This design comes from an exercise in tuning for small area, a short achievable clock period and few clock cycles per item on the open sky130 flow, not from production work. At most, simulation tests tie the RTL to the original design; equivalence was not proved. Power and IR drop assume default switching activity.

## execute_pipe
module execute_pipe #(
  parameter int WIDTH  = 64,
  parameter bit MUL_EN = 1'b1
) (
  input  logic             clock,
  input  logic             reset,
  input  logic             in_valid,
  input  logic [3:0]       icode,
  input  logic [3:0]       ifun,
  input  logic [WIDTH-1:0] valA,
  input  logic [WIDTH-1:0] valB,
  input  logic [WIDTH-1:0] valC,
  input  logic [3:0]       dstE,
  input  logic [3:0]       dstM,
  input  logic             m_exc,
  input  logic             stall,
  input  logic             bubble,
  output logic             busy,
  output logic             out_valid,
  output logic [3:0]       e_icode,
  output logic             e_cnd,
  output logic [WIDTH-1:0] e_valE,
  output logic [WIDTH-1:0] e_valA,
  output logic [3:0]       e_dstE,
  output logic [3:0]       e_dstM,
  output logic             zf,
  output logic             sf,
  output logic             of
);
For scale: roughly 3,500 cells after synthesis, ~280 flip-flops, about 360 I/O pins.
export LEC_CHECK = 0
export CAP_MARGIN = 20
export CORE_MARGIN = 2
export CORE_UTILIZATION = 45
export SETUP_SLACK_MARGIN = 1.0
export SLEW_MARGIN = 20
create_clock -name core_clock -period 7.0 [get_ports {clock}]
standard.sh (not shown) runs the stock make flow with config.mk's settings and CLKGATE_MAP_FILE= SYNTH_SCRIPT=/design/flow/synth_recipe.tcl, a recipe that flattens the netlist after the stock synthesis.
==> flow/flow/run.sh <==
#!/bin/bash
# The standard layout, with plain buffers (buf_1) on the ports in place of the delay buffers
# buffer_ports picks by default. Each tool's full output is in orfs/logs; standard.sh's own
# output goes to standard.log.
set -euo pipefail
export BUFFER_PORTS_ARGS="-buffer_cell sky130_fd_sc_hd__buf_1"
bash standard.sh > standard.log 2>&1
Testbench counts at the start, summed over its fixed seeds: cycles 31,668, items 16,000.
Edit:
- CORE_UTILIZATION: 45 -> 35
The changed run ran to the end with no violations.
Routed wire length goes up by a few percent.
Worst setup slack loses 0.030 ns.
Die area goes up by a quarter to a third.
Synthesized cell count does not change.
Hold slack is about the same.
Total power goes up by a few percent.


run a:
execute_pipe, a different RTL version from the one above (not shown whole).
Size in the first run: about 3400 cells after synthesis, roughly 340 flip-flops, roughly 360 I/O pins, roughly 30000 sq um of cells after synthesis.
// execute_pipe
module execute_pipe #(
  parameter int WIDTH  = 64,
  parameter bit MUL_EN = 1'b1
) (
  input  logic             clock,
  input  logic             reset,
  input  logic             in_valid,
  input  logic [3:0]       icode,
  input  logic [3:0]       ifun,
  input  logic [WIDTH-1:0] valA,
  input  logic [WIDTH-1:0] valB,
  input  logic [WIDTH-1:0] valC,
  input  logic [3:0]       dstE,
  input  logic [3:0]       dstM,
  input  logic             m_exc,
  input  logic             stall,
  input  logic             bubble,
  output logic             busy,
  output logic             out_valid,
  output logic [3:0]       e_icode,
  output logic             e_cnd,
  output logic [WIDTH-1:0] e_valE,
  output logic [WIDTH-1:0] e_valA,
  output logic [3:0]       e_dstE,
  output logic [3:0]       e_dstM,
  output logic             zf,
  output logic             sf,
  output logic             of
);
  localparam int MUL_K = 4;
  localparam int STEPS = (WIDTH + MUL_K - 1) / MUL_K;
  localparam int CW    = $clog2(STEPS + 1);
  logic               cc_zf, cc_sf, cc_of;
  logic               is_opq, is_mul, mul_ready, capture, load, cc_we, cnd;
  logic               op_add, op_sub, op_and, op_xor, op_mul;
  logic               m_act, y_a, y_inv, y_c, y_p8, y_m8, cin;
  logic [WIDTH-1:0]   x, y, p, g, sum, val_e;
  logic               sum_zero, alu_zf, alu_of;
  logic [3:0]         dst_e;
  logic [WIDTH-1:0]   cs_s, cs_c, prod_lo;
  logic               cs_cin;
  ...
==> flow/config.mk <==
export PLATFORM = sky130hd
export DESIGN_NAME = execute_pipe
export DESIGN_NICKNAME = execute_pipe
export VERILOG_FILES = /design/flow/design.v
export SDC_FILE = /design/flow/constraint.sdc
export NUM_CORES = 4
export LEC_CHECK = 0
export CAP_MARGIN = 20
export CORE_MARGIN = 2
export CORE_UTILIZATION = 35
export SLEW_MARGIN = 20
==> flow/constraint.sdc <==
create_clock -name core_clock -period 7.0 [get_ports {clock}]
set_input_delay 1.4000 -clock core_clock [delete_from_list [all_inputs] [get_ports {clock}]]
set_output_delay 1.4000 -clock core_clock [all_outputs]
set_load 0.01 [all_outputs]
run.sh (not shown) runs the stock make flow with config.mk's settings and CLKGATE_MAP_FILE= SYNTH_SCRIPT=/design/flow/synth_recipe.tcl, a recipe that flattens the netlist after the stock synthesis.
Stock flow here: none of the scripts above is used.
In summary, run a completed successfully, with a layout that passed the timing, DRC and antenna checks.
Testbench counts of run a, summed over its fixed seeds: cycles 34,715, items 16,000.
Changes in run b relative to run a:
Settings: SETUP_SLACK_MARGIN newly set to 2.
Notes after the runs:
- In summary, run b completed successfully, with a layout that passed the timing, DRC and antenna checks.
- Lower part of the power in the clock network among run b and run a: run b
- As far as layout sequential cell count is concerned, run b and run a perform about the same.
- Core utilization: run b higher than run a


== red ==
execute_pipe, a different RTL version from the one above (not shown whole).
Size: about 3800 cells after synthesis, roughly 280 flip-flops, ~360 I/O pins, ~30000 um2 of cells after synthesis.
clock: 7.0 ns
lec_check: 0
cap_margin: 20
core_margin: 2
core_utilization: 35
setup_slack_margin: 1.2
slew_margin: 20
standard.sh (not shown) runs the stock make flow with config.mk's settings and CLKGATE_MAP_FILE= SYNTH_SCRIPT=/design/flow/synth_recipe.tcl, a recipe that flattens the netlist after the stock synthesis.
==> flow/flow/run.sh <==
#!/bin/bash
# The standard layout, with plain buffers (buf_2) on the ports in place of the delay buffers
# buffer_ports picks by default. Each tool's full output is in orfs/logs; standard.sh's own
# output goes to standard.log.
set -euo pipefail
export BUFFER_PORTS_ARGS="-buffer_cell sky130_fd_sc_hd__buf_2"
bash standard.sh > standard.log 2>&1
red was carried through to the last stage, and its layout satisfied the timing, DRC and antenna checks.
Testbench counts of red, summed over its fixed seeds: cycles 31,668, items 16,000.
diff inputs: red => blue
- a change of SETUP_SLACK_MARGIN from 1.2 to 1.0
Notes after the runs:
Between red and blue, layout-stage area growth over the synthesis result is lower for blue, red comes in above that. Any difference in sequential power between blue and red is small enough to ignore. Of red and blue, blue shows the higher final wirelength, with red below it.


execute_pipe, a different RTL version from the one above (not shown whole).
Size in the first run: about 3800 cells after synthesis, ~340 flip-flops, roughly 360 I/O pins, roughly 0.031 mm2 of cells after synthesis.
==> flow/config.mk <==
export PLATFORM = sky130hd
export DESIGN_NAME = execute_pipe
export DESIGN_NICKNAME = execute_pipe
export VERILOG_FILES = /design/flow/design.v
export SDC_FILE = /design/flow/constraint.sdc
export NUM_CORES = 4
export LEC_CHECK = 0
export CAP_MARGIN = 20
export CORE_MARGIN = 2
export CORE_UTILIZATION = 55
export SLEW_MARGIN = 20
==> flow/constraint.sdc <==
create_clock -name core_clock -period 7.0 [get_ports {clock}]
set_input_delay 1.4000 -clock core_clock [delete_from_list [all_inputs] [get_ports {clock}]]
set_output_delay 1.4000 -clock core_clock [all_outputs]
set_load 0.01 [all_outputs]
run.sh (not shown) runs the stock make flow with config.mk's settings and CLKGATE_MAP_FILE= SYNTH_SCRIPT=/design/flow/synth_recipe.tcl, a recipe that flattens the netlist after the stock synthesis.
Stock flow here: none of the scripts above is used.
The starting point finished with timing, DRC and antenna clean.
==> next run, changes <==
- CORE_UTILIZATION: 55 -> 35
Effect: Final cell count went up by 9.8%; non-clock buffer count went up by 41; clock skew went up by 0.017 ns; sequential share of layout area went down by 0.59 points; combinational power hardly moves.
==> next run, changes <==
==> flow/flow/run.sh (new file) <==
#!/bin/bash
# The standard layout, with plain buffers (buf_2) on the ports in place of the delay buffers
# buffer_ports picks by default. Each tool's full output is in orfs/logs; standard.sh's own
# output goes to standard.log.
set -euo pipefail
export BUFFER_PORTS_ARGS="-buffer_cell sky130_fd_sc_hd__buf_2"
bash standard.sh > standard.log 2>&1
==> flow/standard.sh (new file) <==
#!/bin/bash
# synth_recipe.tcl (not shown) runs the flow's synth.tcl, then flattens the netlist and writes it again
# the make line also repeats each setting of config.mk as NAME=value (left out here)
make -C /OpenROAD-flow-scripts/flow DESIGN_CONFIG=/design/flow/config.mk WORK_HOME=/design/flow/orfs CLKGATE_MAP_FILE= SYNTH_SCRIPT=/design/flow/synth_recipe.tcl "${@:-finish}"
removed: flow/run.sh
Result: The new run completed with no timing, DRC or antenna violations; via count stays flat; wire length hardly moves; maximum frequency decreases by a few percent; final area drops by a few percent; clock-buffer cell count rose by 3; register-to-register slack degrades by 0.31 ns.
Function was not checked in any run of this note: the RTL went through the layout flow alone.


## run 1
execute_pipe with an RTL version that a note above also has.
Size in the first run: about 280 flip-flops, roughly 30000 um2 of cells after synthesis.
Design execute_pipe, start of the top module:
module execute_pipe #(
  parameter int WIDTH  = 64,
  parameter bit MUL_EN = 1'b1
) (
  input  logic             clock,
  input  logic             reset,
  input  logic             in_valid,
  input  logic [3:0]       icode,
  input  logic [3:0]       ifun,
  input  logic [WIDTH-1:0] valA,
  input  logic [WIDTH-1:0] valB,
  input  logic [WIDTH-1:0] valC,
  input  logic [3:0]       dstE,
  input  logic [3:0]       dstM,
  input  logic             m_exc,
  input  logic             stall,
  input  logic             bubble,
  output logic             busy,
  output logic             out_valid,
  output logic [3:0]       e_icode,
  output logic             e_cnd,
  output logic [WIDTH-1:0] e_valE,
  output logic [WIDTH-1:0] e_valA,
  output logic [3:0]       e_dstE,
  output logic [3:0]       e_dstM,
  output logic             zf,
  output logic             sf,
  output logic             of
);
clock: 7.0 ns
lec_check: 0
cap_margin: 20
core_margin: 2
core_utilization: 35
cts_buf_list: sky130_fd_sc_hd__clkbuf_8
setup_slack_margin: 1.0
slew_margin: 20
standard.sh (not shown) runs the stock make flow with config.mk's settings and CLKGATE_MAP_FILE= SYNTH_SCRIPT=/design/flow/synth_recipe.tcl, a recipe that flattens the netlist after the stock synthesis.
==> flow/flow/run.sh <==
#!/bin/bash
# The standard layout, with plain buffers (buf_2) on the ports in place of the delay buffers
# buffer_ports picks by default. Each tool's full output is in orfs/logs; standard.sh's own
# output goes to standard.log.
set -euo pipefail
export BUFFER_PORTS_ARGS="-buffer_cell sky130_fd_sc_hd__buf_2"
bash standard.sh > standard.log 2>&1
Testbench counts of run 1, summed over its fixed seeds: cycles 31,668, items 16,000.
## Diff of input files: run 2 against run 1
- CORE_UTILIZATION now 45, was 35
- CTS_BUF_LIST no longer set, was sky130_fd_sc_hd__clkbuf_8
Findings:
Non-clock buffer count went up slightly going from run 1 to run 2. Global placer's final weighted congestion (higher): run 2. Compared with run 1, the detailed router inserted more vias in run 2. In run 2 the fraction of met3 tracks used by global routing turned out 0.53 points higher than in run 1. Looking at final critical-path share of the clock period, run 2 sits 1.0 points lower than run 1 does. The wire length of run 2 was superior to that of run 1.
Relative to run 2, the following input files were edited for run 3:
- a change of CORE_UTILIZATION from 45 to 35
- a deleted SETUP_SLACK_MARGIN that had been 1.0
### Flow results
Both conditions hold for run 3: the flow ran to the end and the final layout passed the timing, DRC and antenna checks.
The final reports for run 3 and run 2 show cell count higher in the former.
Comparing run 2 and run 3, the lower relative area of non-clock buffer cells in the final design is on run 2.
Between run 2 and run 3, the combinational fraction of design power is lower for run 2.
Comparing run 2 against run 3, there is no change at all in post-synthesis cell type count.
As of run 3, final area had risen slightly compared to run 2.
What run 2 reported for maximum vdd drop has to be multiplied by 0.937 to get the figure for run 3.
Delta (run 3 minus run 2): utilization shows a reduction of 11 points; critical path depth shows a reduction of 4.5%; number of cells on the worst reg-to-reg path shows an increase of 5.0%.

static timing again, ports no longer ideal:
No port has a modelled driver above. Below, the same layouts with a new extraction and two added sets of constraints.
Step 1 assumes that a clkbuf_16 drives the clock port and a buf_2 every other input.
Step 2 times the ports against the registers' clock, not the clock port: input delays grow and output delays shrink by t, the midpoint of the rising clock arrivals with the driver on.
Slacks: no drivers / after step 1 / after step 2; pairs: no drivers / after step 1.
run	shift t [ns]	slack for setup (ns)	latest minus earliest clock arrival (ns)	worst slew at a driven data input, ns
the first run of note 1	0.631	1.104 / 1.150 / 0.519	0.015 / 0.015	0.11
the second run of note 1	0.645	1.075 / 1.100 / 0.455	0.032 / 0.032	0.12
run a	0.659	0.866 / 0.903 / 0.245	0.045 / 0.045	0.14
run b	0.660	1.415 / 1.415 / 0.885	0.033 / 0.032	0.13
red	0.662	1.004 / 1.020 / 0.358	0.029 / 0.028	0.16
blue	0.652	0.957 / 0.972 / 0.320	0.025 / 0.026	0.17
the first run of note 4	0.635	0.314 / 0.314 / 0.019	0.029 / 0.029	0.09
the second run of note 4	0.661	0.697 / 0.697 / 0.582	0.045 / 0.046	0.13
the third run of note 4	0.667	0.383 / 0.383 / 0.383	0.037 / 0.037	0.13
run 1	0.778	0.988 / 1.005 / 0.227	0.031 / 0.032	0.17
run 2	0.651	1.061 / 1.076 / 0.426	0.027 / 0.027	0.09
run 3	0.646	0.431 / 0.461 / -0.185	0.020 / 0.020	0.10
With both steps, setup timing fails in run 3, where it was met with ideal ports. The setup slack of run 1, which loses most, moves by +0.017 ns with the drivers and by -0.761 ns with both steps.
